Context: an optimization exercise on an open-source flow, tuned for small area, a short achievable clock period and few clock cycles per item. The choices shown serve that exercise and are no tape-out recipe. The RTL was checked by simulation tests, not by an equivalence proof against the original design. No activity file was given, so power comes from the tool's default toggle rates.

`run.sh`:
```
#!/bin/bash
# synth_recipe.tcl (not shown) runs the flow's synth.tcl, then flattens the netlist and writes it again
# the make line also repeats each setting of config.mk as NAME=value (left out here)
make -C /OpenROAD-flow-scripts/flow DESIGN_CONFIG=/design/flow/config.mk WORK_HOME=/design/flow/orfs CLKGATE_MAP_FILE= SYNTH_SCRIPT=/design/flow/synth_recipe.tcl finish
```
`config.mk`:
```
export PLATFORM = sky130hd
export DESIGN_NAME = pwm_frame_parser
export DESIGN_NICKNAME = pwm_frame_parser
export VERILOG_FILES = /design/flow/design.v
export SDC_FILE = /design/flow/constraint.sdc
export NUM_CORES = 4
export LEC_CHECK = 0
export CAP_MARGIN = 20
export CORE_MARGIN = 2
export CORE_UTILIZATION = 40
export SLEW_MARGIN = 20
```
`constraint.sdc`:
```
create_clock -name core_clock -period 7.0 [get_ports {clock}]
set_input_delay 1.4000 -clock core_clock [delete_from_list [all_inputs] [get_ports {clock}]]
set_output_delay 1.4000 -clock core_clock [all_outputs]
set_load 0.01 [all_outputs]
```
`design.v`:
```
`timescale 1ns / 1ps
package pfp_pkg;
   localparam int CHANNEL_COUNT = 8;
   localparam int FRAME_BYTES   = 21;
   localparam int QUEUE_DEPTH = 2;
   localparam logic [7:0] SOF_A     = 8'hAA;
   localparam logic [7:0] SOF_B     = 8'h55;
   localparam logic [7:0] HEADER_ID = 8'h01;
   localparam logic [15:0] DUTY_CENTER = 16'd5000;
   localparam logic [15:0] DUTY_FULL   = 16'd10000;
   localparam logic [24:0] ROUND_BIAS  = 25'd312;
   localparam logic [25:0] DUTY_RECIP  = 26'd54975582;
   localparam int          RECIP_SHIFT = 35;
   localparam logic [15:0] DUTY_MAX    = 16'h7FFF;
   localparam logic [15:0] DUTY_MIN    = 16'h8000;
   typedef struct packed {
      logic [7:0] data_byte;
      logic       burst_end;
   } req_type;
   typedef struct packed {
      logic [2:0]         channel_index;
      logic [15:0]        raw_value;
      logic signed [15:0] duty_q15;
      logic               last_channel;
   } rsp_type;
endpackage
`timescale 1ns / 1ps
module pfp_front #(
   parameter int CHANNEL_COUNT = pfp_pkg::CHANNEL_COUNT,
   parameter int FRAME_BYTES   = pfp_pkg::FRAME_BYTES
) (
   input  logic                            clock,
   input  logic                            reset,
   input  logic                            accept,
   input  pfp_pkg::req_type                req_data,
   output logic                            push,
   output logic [CHANNEL_COUNT-1:0][15:0]  frame
);
   localparam int         WIN_DEPTH = FRAME_BYTES - 1;
   localparam int         FILL_W    = $clog2(FRAME_BYTES);
   localparam logic [7:0] LEN_BYTE  = 8'(2 * CHANNEL_COUNT);
   logic [WIN_DEPTH-1:0][7:0] win_ff;
   logic [WIN_DEPTH-1:0][7:0] win_in;
   logic [7:0]        sum_ff;
   logic [7:0]        sum_in;
   logic [FILL_W-1:0] fill_ff;
   logic [FILL_W-1:0] fill_in;
   logic              win_full;
   logic              hit;
   assign win_full = (fill_ff == FILL_W'(WIN_DEPTH));
   assign hit = win_full
             && (win_ff[0] == pfp_pkg::SOF_A)
             && (win_ff[1] == pfp_pkg::SOF_B)
             && (win_ff[2] == pfp_pkg::HEADER_ID)
             && (win_ff[3] == LEN_BYTE)
             && (sum_ff == req_data.data_byte);
   assign push = accept && hit;
   always_comb begin
      for (int i = 0; i < WIN_DEPTH - 1; i++) begin
         win_in[i] = win_ff[i+1];
      end
      win_in[WIN_DEPTH-1] = req_data.data_byte;
   end
   always_comb begin
      priority if (fill_ff == '0) begin
         sum_in = req_data.data_byte;
      end else if (win_full) begin
         sum_in = sum_ff - win_ff[0] + req_data.data_byte;
      end else begin
         sum_in = sum_ff + req_data.data_byte;
      end
   end
   always_comb begin
      priority if (req_data.burst_end || hit) begin
         fill_in = '0;
      end else if (win_full) begin
         fill_in = fill_ff;
      end else begin
         fill_in = fill_ff + 1'b1;
      end
   end
   always_ff @(posedge clock) begin
      if (reset) begin
         fill_ff <= '0;
      end else if (accept) begin
         fill_ff <= fill_in;
      end
   end
   always_ff @(posedge clock) begin
      if (accept) begin
         win_ff <= win_in;
         sum_ff <= sum_in;
      end
   end
   for (genvar c = 0; c < CHANNEL_COUNT; c++) begin : g_chan
      localparam int HI = 4 + 2 * c;
      localparam int LO = 5 + 2 * c;
      if (HI < WIN_DEPTH) begin : g_hi
         assign frame[c][15:8] = win_ff[HI];
      end else begin : g_hi_zero
         assign frame[c][15:8] = '0;
      end
      if (LO < WIN_DEPTH) begin : g_lo
         assign frame[c][7:0] = win_ff[LO];
      end else begin : g_lo_zero
         assign frame[c][7:0] = '0;
      end
   end
endmodule
`timescale 1ns / 1ps
module pfp_queue #(
   parameter int CHANNEL_COUNT = pfp_pkg::CHANNEL_COUNT
) (
   input  logic                            clock,
   input  logic                            reset,
   input  logic                            push,
   input  logic [CHANNEL_COUNT-1:0][15:0]  push_frame,
   input  logic                            pop,
   output logic                            head_valid,
   output logic [CHANNEL_COUNT-1:0][15:0]  head_frame,
   output logic                            full
);
   localparam int DEPTH = pfp_pkg::QUEUE_DEPTH;
   localparam int PTR_W = (DEPTH > 1) ? $clog2(DEPTH) : 1;
   localparam int CNT_W = $clog2(DEPTH + 1);
   logic [CHANNEL_COUNT-1:0][15:0] slot_ff [DEPTH];
   logic [PTR_W-1:0]               wr_ptr_ff;
   logic [PTR_W-1:0]               rd_ptr_ff;
   logic [CNT_W-1:0]               count_ff;
   logic [CNT_W-1:0]               count_in;
   assign head_valid = (count_ff != '0);
   assign full       = (count_ff == CNT_W'(DEPTH));
   assign head_frame = slot_ff[rd_ptr_ff];
   always_comb begin
      unique case ({push, pop})
         2'b10:   count_in = count_ff + 1'b1;
         2'b01:   count_in = count_ff - 1'b1;
         default: count_in = count_ff;
      endcase
   end
   always_ff @(posedge clock) begin
      if (reset) begin
         wr_ptr_ff <= '0;
         rd_ptr_ff <= '0;
         count_ff  <= '0;
      end else begin
         count_ff <= count_in;
         if (push) begin
            wr_ptr_ff <= (wr_ptr_ff == PTR_W'(DEPTH - 1)) ? '0 : wr_ptr_ff + 1'b1;
         end
         if (pop) begin
            rd_ptr_ff <= (rd_ptr_ff == PTR_W'(DEPTH - 1)) ? '0 : rd_ptr_ff + 1'b1;
         end
      end
   end
   always_ff @(posedge clock) begin
      if (push) begin
         slot_ff[wr_ptr_ff] <= push_frame;
      end
   end
endmodule
`timescale 1ns / 1ps
module pfp_back #(
   parameter int CHANNEL_COUNT = pfp_pkg::CHANNEL_COUNT
) (
   input  logic                            clock,
   input  logic                            reset,
   input  logic                            q_valid,
   input  logic [CHANNEL_COUNT-1:0][15:0]  q_frame,
   output logic                            q_pop,
   output logic                            rsp_valid,
   input  logic                            rsp_ready,
   output pfp_pkg::rsp_type                rsp_data
);
   localparam int CH_W   = (CHANNEL_COUNT > 1) ? $clog2(CHANNEL_COUNT) : 1;
   localparam int X_W    = 25;
   localparam int PROD_W = 51;
   typedef struct packed {
      logic [2:0]  idx;
      logic        last;
      logic [15:0] raw;
      logic        neg;
      logic        sat_hi;
      logic        sat_lo;
   } tag_type;
   logic [CH_W-1:0]   ch_ff;
   logic              last_ch;
   logic              advance;
   logic              a_valid_ff;
   tag_type           a_tag_ff;
   tag_type           a_tag_in;
   logic [X_W-1:0]    a_x_ff;
   logic [X_W-1:0]    a_x_in;
   logic              b_valid_ff;
   tag_type           b_tag_ff;
   logic [PROD_W-1:0] b_prod_ff;
   logic [PROD_W-1:0] b_prod_in;
   logic              rsp_valid_ff;
   pfp_pkg::rsp_type  rsp_ff;
   pfp_pkg::rsp_type  rsp_in;
   logic [15:0]       raw;
   logic [15:0]       diff_hi;
   logic [15:0]       diff_lo;
   logic [12:0]       mag;
   logic [14:0]       quot;
   assign advance = !rsp_valid_ff || rsp_ready;
   assign last_ch = (ch_ff == CH_W'(CHANNEL_COUNT - 1));
   assign q_pop   = advance && q_valid && last_ch;
   assign raw     = q_frame[ch_ff];
   assign diff_hi = raw - pfp_pkg::DUTY_CENTER;
   assign diff_lo = pfp_pkg::DUTY_CENTER - raw;
   always_comb begin
      a_tag_in.idx    = 3'(ch_ff);
      a_tag_in.last   = last_ch;
      a_tag_in.raw    = raw;
      a_tag_in.neg    = (raw < pfp_pkg::DUTY_CENTER);
      a_tag_in.sat_hi = (raw >= pfp_pkg::DUTY_FULL);
      a_tag_in.sat_lo = (raw == '0);
      mag             = a_tag_in.neg ? diff_lo[12:0] : diff_hi[12:0];
      a_x_in          = {mag, 12'b0} + pfp_pkg::ROUND_BIAS;
   end
   assign b_prod_in = a_x_ff * pfp_pkg::DUTY_RECIP;
   assign quot = b_prod_ff[pfp_pkg::RECIP_SHIFT +: 15];
   always_comb begin
      rsp_in.channel_index = b_tag_ff.idx;
      rsp_in.raw_value     = b_tag_ff.raw;
      rsp_in.last_channel  = b_tag_ff.last;
      priority if (b_tag_ff.sat_hi) begin
         rsp_in.duty_q15 = pfp_pkg::DUTY_MAX;
      end else if (b_tag_ff.sat_lo) begin
         rsp_in.duty_q15 = pfp_pkg::DUTY_MIN;
      end else if (b_tag_ff.neg) begin
         rsp_in.duty_q15 = 16'(16'd0 - {1'b0, quot});
      end else begin
         rsp_in.duty_q15 = {1'b0, quot};
      end
   end
   always_ff @(posedge clock) begin
      if (reset) begin
         ch_ff        <= '0;
         a_valid_ff   <= 1'b0;
         b_valid_ff   <= 1'b0;
         rsp_valid_ff <= 1'b0;
      end else if (advance) begin
         if (q_valid) begin
            ch_ff <= last_ch ? '0 : ch_ff + 1'b1;
         end
         a_valid_ff   <= q_valid;
         b_valid_ff   <= a_valid_ff;
         rsp_valid_ff <= b_valid_ff;
      end
   end
   always_ff @(posedge clock) begin
      if (advance) begin
         a_tag_ff  <= a_tag_in;
         a_x_ff    <= a_x_in;
         b_tag_ff  <= a_tag_ff;
         b_prod_ff <= b_prod_in;
         rsp_ff    <= rsp_in;
      end
   end
   assign rsp_valid = rsp_valid_ff;
   assign rsp_data  = rsp_ff;
endmodule
`timescale 1ns / 1ps
module pwm_frame_parser #(
   parameter int CHANNEL_COUNT = pfp_pkg::CHANNEL_COUNT,
   parameter int FRAME_BYTES   = pfp_pkg::FRAME_BYTES
) (
   input  logic             clock,
   input  logic             reset,
   input  logic             req_valid,
   output logic             req_ready,
   input  logic [8:0]       req_data,
   output logic             rsp_valid,
   input  logic             rsp_ready,
   output logic [35:0]      rsp_data
);
   logic                           accept;
   logic                           push;
   logic [CHANNEL_COUNT-1:0][15:0] push_frame;
   logic                           pop;
   logic                           head_valid;
   logic [CHANNEL_COUNT-1:0][15:0] head_frame;
   logic                           q_full;
   assign req_ready = !q_full;
   assign accept    = req_valid && req_ready;
   pfp_front #(
      .CHANNEL_COUNT (CHANNEL_COUNT),
      .FRAME_BYTES   (FRAME_BYTES)
   ) u_front (
      .clock    (clock),
      .reset    (reset),
      .accept   (accept),
      .req_data (req_data),
      .push     (push),
      .frame    (push_frame)
   );
   pfp_queue #(
      .CHANNEL_COUNT (CHANNEL_COUNT)
   ) u_queue (
      .clock      (clock),
      .reset      (reset),
      .push       (push),
      .push_frame (push_frame),
      .pop        (pop),
      .head_valid (head_valid),
      .head_frame (head_frame),
      .full       (q_full)
   );
   pfp_back #(
      .CHANNEL_COUNT (CHANNEL_COUNT)
   ) u_back (
      .clock     (clock),
      .reset     (reset),
      .q_valid   (head_valid),
      .q_frame   (head_frame),
      .q_pop     (pop),
      .rsp_valid (rsp_valid),
      .rsp_ready (rsp_ready),
      .rsp_data  (rsp_data)
   );
endmodule
```
==> flow_metrics.env <==
export IMPL_status="complete, no violations"
export IMPL_r2r_end="u_back.b_prod_ff[49]$_DFFE_PP_"
export IMPL_worst_slew_pin_slew_ps=1007
export IMPL_wl_per_cell_um=19.18
export IMPL_min_period_ps=6567
export IMPL_p_leak_nw=11.94
export IMPL_finalMaxSlewViolations=0
export IMPL_grt_overflow_total=0
export IMPL_maxCapViolations=0
export IMPL_clock_sinks=549
export IMPL_dpl_hpwl_mm=37.40
export IMPL_start_kind="register"
export IMPL_cts_root_buffer="clkbuf_16"
export IMPL_grt_pass1_wl_mm=83.59
export IMPL_area_growth_pct=13.16
export IMPL_grt_pass1_vias=14610
export IMPL_ant_nets=0
export IMPL_routabilityCongestion=0.9179
export IMPL_n_antenna_cell=0
export IMPL_portBuffers=50
export IMPL_dieArea_mm2=0.07050
export IMPL_die_w_um=265.5
export IMPL_initial_core_util=0.4059
export IMPL_postCtsHoldBufs=0
export IMPL_synthCells=1743
export IMPL_r2r_slack_ps=430
export IMPL_clk_pin_slew_ps=70
export IMPL_r2r_cells=19
export IMPL_r2r_start="u_back.a_x_ff[15]$_DFFE_PP_"
export IMPL_fin_tns_setup_ps=0
export IMPL_dr_total_vias=13900
export IMPL_synth_seq_area_share=0.5968
export IMPL_ys_top_cells_by_count="533 x edfxtp_1, 269 x inv_1, 208 x ha_1, 134 x fa_1, 58 x mux4_2"
export IMPL_cp_startpoint="u_back.a_x_ff[15]$_DFFE_PP_"
export IMPL_core_area_mm2=0.06740
export IMPL_async_flop_share=0
export IMPL_ys_flop_type="edfxtp_1"
export IMPL_arrival_ps=6910
export IMPL_multi_input_area_mm2=0.009842
export IMPL_period_share=0.9381
export IMPL_drt_iter0_markers=997
export IMPL_setup_viol=0
export IMPL_grt_usage=0.1532
export IMPL_yosys_warnings=3
export IMPL_stdcell_area_mm2=0.03096
export IMPL_io_pins=51
export IMPL_layout_drive_gt1_share=0.09809
export IMPL_synth_top_area_cell="edfxtp_1"
export IMPL_max_freq_mhz=152.3
export IMPL_die_y_um=265.5
export IMPL_crit_end="u_back.b_prod_ff[49]$_DFFE_PP_"
export IMPL_p_per_area_mw_per_mm2=226.1
export IMPL_finalHoldViolCount=0
export IMPL_path_class="register to register"
export IMPL_synth_cell_type_count=70
export IMPL_critPathRequiredTime_ps=7350
export IMPL_netlist_top_cells_area="edfxtp_1 59%, fa_1 9.8%, ha_1 9.5%, mux4_2 4.8%, inv_1 3.7%"
export IMPL_grt_max_degree=152
export IMPL_synth_area_per_cell_um2=15.70
export IMPL_placed_cell_area_mm2=0.02898
export IMPL_clock_skew_ps=37.48
export IMPL_wirelength_mm=52.92
export IMPL_ys_seq_elements=549
export IMPL_n_fill_cell=5744
export IMPL_critPathMaxFanout=11
export IMPL_rows=95
export IMPL_drtPass1Iterations=5
export IMPL_cts_setup_buffers=0
export IMPL_syn_area_mm2=0.02736
export IMPL_synth_edf_count=533
export IMPL_relSlewSlack=0.3273
export IMPL_synth_top_area_share=0.5850
export IMPL_regArea_mm2=0.01633
export IMPL_cts_tree="built"
export IMPL_h_tree_depth=2
export IMPL_clk_latency_ps=620
export IMPL_rsz0062_at_grt="no"
export IMPL_clock_path_buffers=3
export IMPL_critPathCaptureType="register"
export IMPL_synth_most_common_cell="edfxtp_1"
export IMPL_tritoncts_num_buffers=56
export IMPL_antenna_found_initial=1
export IMPL_syn_nets=2098
export IMPL_dp_cells=2653
export IMPL_via_per_inst=5.037
export IMPL_hold_path_class="register to register"
export IMPL_peakVddDrop_uv=216.8
export IMPL_route_detailed_drc=0
export IMPL_fin_nets=2193
export IMPL_layout_cells_non_filler=2759
report_power, final:
part	internal [mW]	switching (mW)	total, mW
logic	0.0718	0.0984	0.170
registers	3.66	0.0434	3.71
clock network	1.84	1.28	3.12
total	5.58	1.42	7.00
worst min path at each step:
stage,start,endpoint,slack (ps),depth (start not counted)
final,u_back.a_tag_ff[11]$_DFFE_PP_,u_back.b_tag_ff[11]$_DFFE_PP_,400,0
after global routing,u_back.a_tag_ff[11]$_DFFE_PP_,u_back.b_tag_ff[11]$_DFFE_PP_,410,0
after CTS,u_back.a_tag_ff[11]$_DFFE_PP_,u_back.b_tag_ff[11]$_DFFE_PP_,400,0
after detailed placement,u_back.a_tag_ff[21]$_DFFE_PP_,u_back.b_tag_ff[21]$_DFFE_PP_,400,0
after global placement,u_back.a_tag_ff[15]$_DFFE_PP_,u_back.b_tag_ff[15]$_DFFE_PP_,400,0
after floorplan,u_back.a_tag_ff[0]$_DFFE_PP_,u_back.b_tag_ff[0]$_DFFE_PP_,400,0
worst max-delay path, stage by stage, from the launching register on:
cell and delay (ps):
edfxtp_1 690, ha_1 400, xnor2_1 300, inv_1 160
ha_1 310, ha_1 220, fa_1 560, fa_1 440
fa_1 540, inv_1 50, fa_1 530, inv_1 50
ha_1 340, o21a_1 200, o21ai_0 150, nand2_1 140
o211ai_1 390, a21oi_1 180, o2111ai_1 220, or3b_2 470
what timing repair did:
action                                  4_1_cts  5_1_grt
endpoints found under the hold margin         0        0
endpoints found under the setup margin        0        1
resized for setup                             0        1
logic make-up after synthesis:
kind of cell | share of synthesized area
DFF | 0.5968
AOI/OAI and AO/OA | 0.04473
muxes | 0.06032
and+or+nand+nor | 0.03654
adders and majority gates | 0.1932
xor gates and xnor gates | 0.02433
buffers and inverters | 0.04413
registers in the layout, indices dropped and copies added (netlist names), 2 cells and up, named ones only:
register / flops
u_back.a_tag_ff: 23
u_queue.count_ff: 2
u_queue.slot_ff: 256
u_back.a_x_ff: 12
u_front.win_ff: 160
u_back.ch_ff: 3
u_front.sum_ff: 8
u_back.rsp_ff: 36
u_front.fill_ff: 5
u_back.b_tag_ff: 23
u_back.b_prod_ff: 15
placed cells by master (no fill, tap or decap), types with 5 or more instances in the layout:
| cell type | netlist | final |
|---|---|---|
| clkdlybuf4s50_1 | 0 | 50 |
| and2_1 | 9 | 7 |
| xor2_1 | 31 | 31 |
| o21ai_0 | 27 | 27 |
| mux2i_1 | 31 | 31 |
| mux4_2 | 58 | 58 |
| or4_1 | 5 | 5 |
| clkinvlp_4 | 0 | 8 |
| clkinv_2 | 0 | 7 |
| inv_1 | 269 | 268 |
| nand2b_1 | 10 | 10 |
| a21oi_1 | 49 | 49 |
| dfxtp_1 | 16 | 14 |
| nand3_1 | 9 | 9 |
| nor2_1 | 53 | 52 |
| a221oi_1 | 7 | 7 |
| o211ai_1 | 7 | 7 |
| a22oi_1 | 12 | 12 |
| clkbuf_1 | 15 | 8 |
| or3_1 | 9 | 9 |
| clkbuf_16 | 0 | 57 |
| nor3_1 | 12 | 12 |
| xnor2_1 | 45 | 45 |
| nand2_1 | 50 | 50 |
| fa_1 | 134 | 134 |
| ha_1 | 208 | 208 |
| edfxtp_1 | 533 | 533 |
| buf_4 | 3 | 17 |
| a21o_1 | 17 | 17 |
| nor2b_1 | 9 | 9 |
| nand4_1 | 7 | 7 |
| nor4_1 | 5 | 5 |
| clkinv_1 | 0 | 9 |
| o21bai_1 | 21 | 21 |
| bufinv_16 | 0 | 9 |
layer usage:
metal / routed length (µm) / GRT usage / vias to the layer above
met5: 0 / 0 / -
met4: 1228 / 0.04566 / 0
met3: 2009 / 0.02259 / 79
met2: 25840 / 0.2574 / 277
met1: 23840 / 0.2069 / 7036
li1: - / - / 6505
final cells by class:
type / count / area share
Sequential cell: 549 / 0.5275
Multi-Input combinational cell: 890 / 0.3179
Tap cell: 873 / 0.03528
Inverter: 270 / 0.03282
Clock buffer: 65 / 0.04705
Clock inverter: 41 / 0.01653
Timing Repair Buffer: 71 / 0.02288
through the flow:
step,worst slack [ps],utilization,hold slack [ps],power [mW]
after global placement,454.4,0.4301,400.8,3.936
after floorplan,472.1,-,400.3,3.885
final,433.5,0.4593,401.0,7.000
after detailed placement,352.5,0.4301,404.5,3.945
after CTS,325.8,0.4593,403.0,7.090
after global routing,79.38,0.4593,413.3,7.244
Testbench counts, summed over its fixed seeds: cycles 23,670, items 8,120.

[separate check: timing with driven ports]
No port has a modelled driver above. Below, the same layout with a new extraction and two added sets of constraints.
Step 1 assumes that a clkbuf_16 drives the clock port and a buf_2 every other input.
Step 2 times the ports against the registers' clock, not the clock port: input delays grow and output delays shrink by t, the midpoint of the rising clock arrivals with the driver on.
Slacks: ideal / step 1 / step 2; pairs: ideal / step 1.
shift t [ns]: 0.659
slack for setup (ns): 0.433 / 0.433 / 0.433
hold WS [ns]: 0.401 / 0.401 / 0.401
worst register clock-pin slew, ns: 0.07 / 0.07
worst slew at a driven data input, ns: 0.04
After both steps this run still meets setup and hold. The setup slack of this run moves by 0.000 ns with the drivers and by 0.000 ns with both steps.
